From an optimization exercise on the open Yosys and OpenROAD flow, aimed at a short achievable clock period and few clock cycles; shortcuts taken in it are not production practice. At most, simulation tests tie the RTL to the original design; equivalence was not proved. Power figures rest on the tool's default switching activity, not on a simulated workload.

==> inputs of run H <==
==> flow/design.v (excerpt) <==
module rv_core (
    input  logic              clk,
    input  logic              reset,
    output rv_pkg::word_t     instr_addr,
    input  rv_pkg::word_t     instr_data,
    output logic              wb_valid,
    output rv_pkg::reg_addr_t wb_rd,
    output rv_pkg::word_t     wb_data
);
make LEC_CHECK=0 ABC_CLOCK_PERIOD_IN_PS=3000 CAP_MARGIN=25 CORE_MARGIN=2 CORE_UTILIZATION=40 SETUP_SLACK_MARGIN=3.8 SLEW_MARGIN=25 finish   # period 7.0 ns
run.sh (not shown) runs the stock make flow with config.mk's settings and CLKGATE_MAP_FILE= SYNTH_SCRIPT=/design/flow/synth_recipe.tcl, a recipe that flattens the netlist after the stock synthesis.
==> run K: changes against run H <==
--- a/flow/design.v
+++ b/flow/design.v
@@ -130,13 +130,12 @@
     output rv_pkg::reg_addr_t wb_rd,
     output rv_pkg::word_t     wb_data
 );
     logic [9:0] pc;
     logic        res_valid;
     logic [4:0]  res_rd;
-    logic [31:1] res_oh;     
     logic [31:0] res_data;
     logic        out_valid;
     logic [4:0]  out_rd;
     logic [31:0] out_data;
     logic [31:0] regs [1:31];
     logic [31:1] zflag;
@@ -215,27 +214,23 @@
     assign is_load   = opcode == 7'b0000011;
     assign is_store  = opcode == 7'b0100011;
     assign is_branch = opcode == 7'b1100011;
     assign imm_i     = {{20{instr_data[31]}}, instr_data[31:20]};
     assign imm_s     = {{20{instr_data[31]}}, instr_data[31:25], instr_data[11:7]};
     assign br_off    = {instr_data[7], instr_data[30:25], instr_data[11:9]};
-    logic [31:0] regs_rd [32];
-    always_comb begin
-        regs_rd[0] = '0;
-        for (int r = 1; r < 32; r++) regs_rd[r] = regs[r];
-    end
-    assign rv1 = (res_valid && res_rd == rs1) ? res_data : regs_rd[rs1];
-    assign rv2 = (res_valid && res_rd == rs2) ? res_data : regs_rd[rs2];
+    assign rv1 = (rs1 == 5'd0) ? 32'd0 :
+                 (res_valid && res_rd == rs1) ? res_data : regs[rs1];
+    assign rv2 = (rs2 == 5'd0) ? 32'd0 :
+                 (res_valid && res_rd == rs2) ? res_data : regs[rs2];
     assign ex_wv = ex_we && !ex_kill;
-    assign fwd1  = ex_wv && ex_rd == rs1;
-    assign fwd2  = ex_wv && ex_rd == rs2;
+    assign fwd1  = ex_wv && ex_rd == rs1 && rs1 != 5'd0;
+    assign fwd2  = ex_wv && ex_rd == rs2 && rs2 != 5'd0;
     logic is_addop;
     assign is_addop = (is_reg || is_imm) && (f3 == 3'b000 || f3 == 3'b010 || f3 == 3'b011);
     assign stall    = ((is_load || is_store) && fwd1) || (is_addop && (fwd1 || (is_reg && fwd2)));
     assign mimm     = is_store ? imm_s[7:0] : imm_i[7:0];
-    logic [63:0] s0;
     assign ma   = rv1[7:2];
     assign mb   = mimm[7:2];
     assign mcin = (rv1[1] & mimm[1]) | ((rv1[1] | mimm[1]) & rv1[0] & mimm[0]);
     assign mt   = ma ^ mb;
     assign mg   = ma & mb;
     assign mp   = ma | mb;
@@ -243,18 +238,15 @@
         for (int w = 0; w < 64; w++) begin
             logic [5:0] kw;
             logic [5:0] cneed;
             logic [5:0] cgen;
             kw    = 6'(w);
             cneed = mt ^ kw;
-            cgen[0] = 1'b0;
+            cgen[0] = mcin;
             for (int i = 1; i < 6; i++) cgen[i] = kw[i-1] ? mg[i-1] : mp[i-1];
-            s0[w] = &(cneed ~^ cgen);
-        end
-        for (int w = 0; w < 64; w++) begin
-            msel[w] = mcin ? s0[(w + 63) % 64] : s0[w];
+            msel[w] = &(cneed ~^ cgen);
         end
     end
     logic        res_zero;
     logic [31:0] zk;
     logic        ex_kz;
     logic        z1;
@@ -262,13 +254,13 @@
     logic        pred_eq;
     assign res_zero = ~|res_data;
     assign ex_kz    = ex_zk && ex_zero;
     always_comb begin
         zk[0] = 1'b1;
         for (int r = 1; r < 32; r++) begin
-            if (res_valid && res_oh[r]) begin
+            if (res_valid && res_rd == 5'(r)) begin
                 zk[r] = res_kz;
             end else begin
                 zk[r] = zflag[r];
             end
         end
     end
@@ -394,38 +386,29 @@
         res_kz    <= ex_kz;
     end
     always_ff @(posedge clk) begin
         if (ex_wv) begin
             res_rd   <= ex_rd;
             res_data <= result;
-            for (int r = 1; r < 32; r++) res_oh[r] <= ex_rd == 5'(r);
         end
     end
     always_ff @(posedge clk) begin
         out_rd   <= ex_rd;
         out_data <= result;
     end
-    logic reset_q;
     always_ff @(posedge clk) begin
-        reset_q <= reset;
-    end
-    always_ff @(posedge clk) begin
-        if (reset_q) begin
+        if (reset) begin
             for (int i = 1; i < 32; i++) regs[i] <= '0;
             zflag <= '1;
         end else if (res_valid) begin
-            for (int r = 1; r < 32; r++) begin
-                if (res_oh[r]) begin
-                    regs[r]  <= res_data;
-                    zflag[r] <= res_zero;
-                end
-            end
+            regs[res_rd]  <= res_data;
+            zflag[res_rd] <= res_zero;
         end
     end
     always_ff @(posedge clk) begin
-        if (reset_q) begin
+        if (reset) begin
             for (int i = 0; i < 64; i++) dmem[i] <= '0;
         end else if (ex_store && !ex_kill) begin
             for (int i = 0; i < 64; i++) begin
                 if (ex_sel[i]) dmem[i] <= op_b;
             end
         end
==> flow/config.mk (replaced) <==
export PLATFORM = sky130hd
export DESIGN_NAME = rv_core
export DESIGN_NICKNAME = rv_core
export VERILOG_FILES = /design/flow/design.v
export SDC_FILE = /design/flow/constraint.sdc
export NUM_CORES = 4
export LEC_CHECK = 0
export ABC_CLOCK_PERIOD_IN_PS = 3000
export CAP_MARGIN = 20
export CORE_MARGIN = 2
export CORE_UTILIZATION = 40
export SETUP_SLACK_MARGIN = 3.8
export SLEW_MARGIN = 20
==> run A: changes against run H <==
--- a/flow/design.v
+++ b/flow/design.v
@@ -309,15 +309,15 @@
     assign ld_data = dm_rd;
     logic [31:0] other;
     assign other  = ({32{ex_sll}} & sll_r)
                   | ({32{ex_srl}} & srl_r)
                   | ({32{ex_xor}} & (op_a ^ op_b))
                   | ({32{ex_or}}  & (op_a | op_b))
-                  | ({32{ex_and}} & (op_a & op_b))
-                  | ({32{ex_load}} & ld_data);
-    assign result = ({32{ex_add | ex_sub}} & sum) | ({32{ex_slt}} & {31'd0, lt}) | other;
+                  | ({32{ex_and}} & (op_a & op_b));
+    assign result = ex_load ? ld_data
+                  : (({32{ex_add | ex_sub}} & sum) | ({32{ex_slt}} & {31'd0, lt}) | other);
     logic eq_ab;
     logic eq_ar;
     logic eq_rb;
     eq32 i_eq_ab (.a(ex_a),     .b(ex_b),     .eq(eq_ab));
     eq32 i_eq_ar (.a(ex_a),     .b(res_data), .eq(eq_ar));
     eq32 i_eq_rb (.a(res_data), .b(ex_b),     .eq(eq_rb));
@@ -329,22 +329,23 @@
             default: equal = 1'b1;
         endcase
     end
     assign taken      = equal ^ ex_bne;
     assign alt_pc     = ex_pred ? ex_seq : ex_tgt;
     assign mispredict = ex_branch && !ex_kill && (taken != ex_pred);
+    logic sel_alt;
+    logic sel_tgt;
+    logic sel_hold;
+    logic sel_seq;
+    assign sel_alt  = !reset && mispredict;
+    assign sel_tgt  = !reset && !mispredict && pred;
+    assign sel_hold = !reset && !mispredict && stall;
+    assign sel_seq  = !reset && !mispredict && !pred && !stall;
     always_ff @(posedge clk) begin
-        if (reset) begin
-            pc <= '0;
-        end else if (mispredict) begin
-            pc <= alt_pc;
-        end else if (pred) begin
-            pc <= pc_tgt;
-        end else if (!stall) begin
-            pc <= pc_seq;
-        end
+        pc <= ({10{sel_alt}} & alt_pc) | ({10{sel_tgt}} & pc_tgt)
+            | ({10{sel_hold}} & pc) | ({10{sel_seq}} & pc_seq);
     end
     always_ff @(posedge clk) begin
         ex_kill <= mispredict;
     end
     always_ff @(posedge clk) begin
         if (reset || stall) begin
==> flow/config.mk (replaced) <==
export PLATFORM = sky130hd
export DESIGN_NAME = rv_core
export DESIGN_NICKNAME = rv_core
export VERILOG_FILES = /design/flow/design.v
export SDC_FILE = /design/flow/constraint.sdc
export NUM_CORES = 4
export LEC_CHECK = 0
export ABC_CLOCK_PERIOD_IN_PS = 3000
export CAP_MARGIN = 40
export CORE_MARGIN = 2
export CORE_UTILIZATION = 45
export PLACE_DENSITY = 0.65
export SETUP_SLACK_MARGIN = 3.8
export SLEW_MARGIN = 40
==> comparison <==
Clock skew, highest first: run K, run A, run H.
In sequential cell count, run K and run H do not differ.
Between run H and run A, the lower die area is in run A (gap 13%, measured against run A).
Routed wire length: run H > run A > run K.
Against run H, the synthesized cell count of run K is lower by 18%.
The highest setup slack belongs to run A, the lowest to run H.
Run A produced a clean layout. Run H went through all stages and came out clean. Run K completed, yet does not pass: max-capacitance violations, max-slew violations.
The highest final cell count belongs to run H, the lowest to run K.
The highest combinational power belongs to run K, the lowest to run A.
==> figures <==
	run K	run H	run A
Number of enable flip-flop cells after synthesis	1061	68	68
Max incr delay on CP	920 ps	1090 ps	470 ps
Cell area reported after detailed placement	161000 um^2	153000 um^2	153000 um^2
Met3 usage in global routing	0.0973	0.186	0.190
Sequential Power	21.4 mW	19.7 mW	19.7 mW
Portion of netlist area occupied by mux cells	0.109	0.0111	0.0143
Power density over the cells	256 nW/um^2	232 nW/um^2	234 nW/um^2
Number of slew-limit violations in the final report	23	0	0
Power consumed by combinational cells	6.50 mW	1.93 mW	1.62 mW
Overall routing resource usage	0.354	0.460	0.499
Run status	finished with violations	complete, no violations	complete, no violations
Layout check failures	max-capacitance violations, max-slew violations	-	-
Met2 track demand over resource in global routing	0.530	0.644	0.690
Normalized max-slew margin	-0.105	0.0102	0.307
Post-CTS Setup Bufs	290	551	391
Synthesized-area fraction occupied by ao, oa, aoi and oai cells	0.184	0.279	0.272
TritonCTS Buffers	359	376	368
Layout buffer count excluding clock buffers	996	1488	1254
Diodes inserted	64	86	76
Testbench counts of run H, summed over its fixed seeds: cycles 15,694.
Testbench counts of run A, summed over its fixed seeds: cycles 15,694.
Only the layout flow was run in run K; the RTL was not checked for function there.

[what the ideal ports hide]
The results above use ideal ports. As a check the final layouts listed here were re-extracted and re-timed, cells and wires unchanged. Step 1 assumes that a clkbuf_16 drives the clock port and a buf_2 every other input. Step 2 adds t to the input delays and takes it off the output delays; t is the mean of the earliest and latest rising clock arrival at the registers after step 1. Input paths then give back, and output paths get back, about the clock's delay inside the block. Slacks: no drivers / after step 1 / after step 2; pairs: no drivers / after step 1.
| run | shift t [ns] | setup slack, ns | pins driven straight from the clock port |
|---|---|---|---|
| run H | 1.143 | 3.127 / 3.127 / 2.248 | 1 |
| run K | 1.101 | 3.292 / 3.044 / 1.943 | 1 |
| run A | 1.122 | 3.414 / 3.347 / 2.225 | 1 |
The setup slack of run K, which loses most, moves by -0.248 ns with the drivers and by -1.349 ns with both steps.
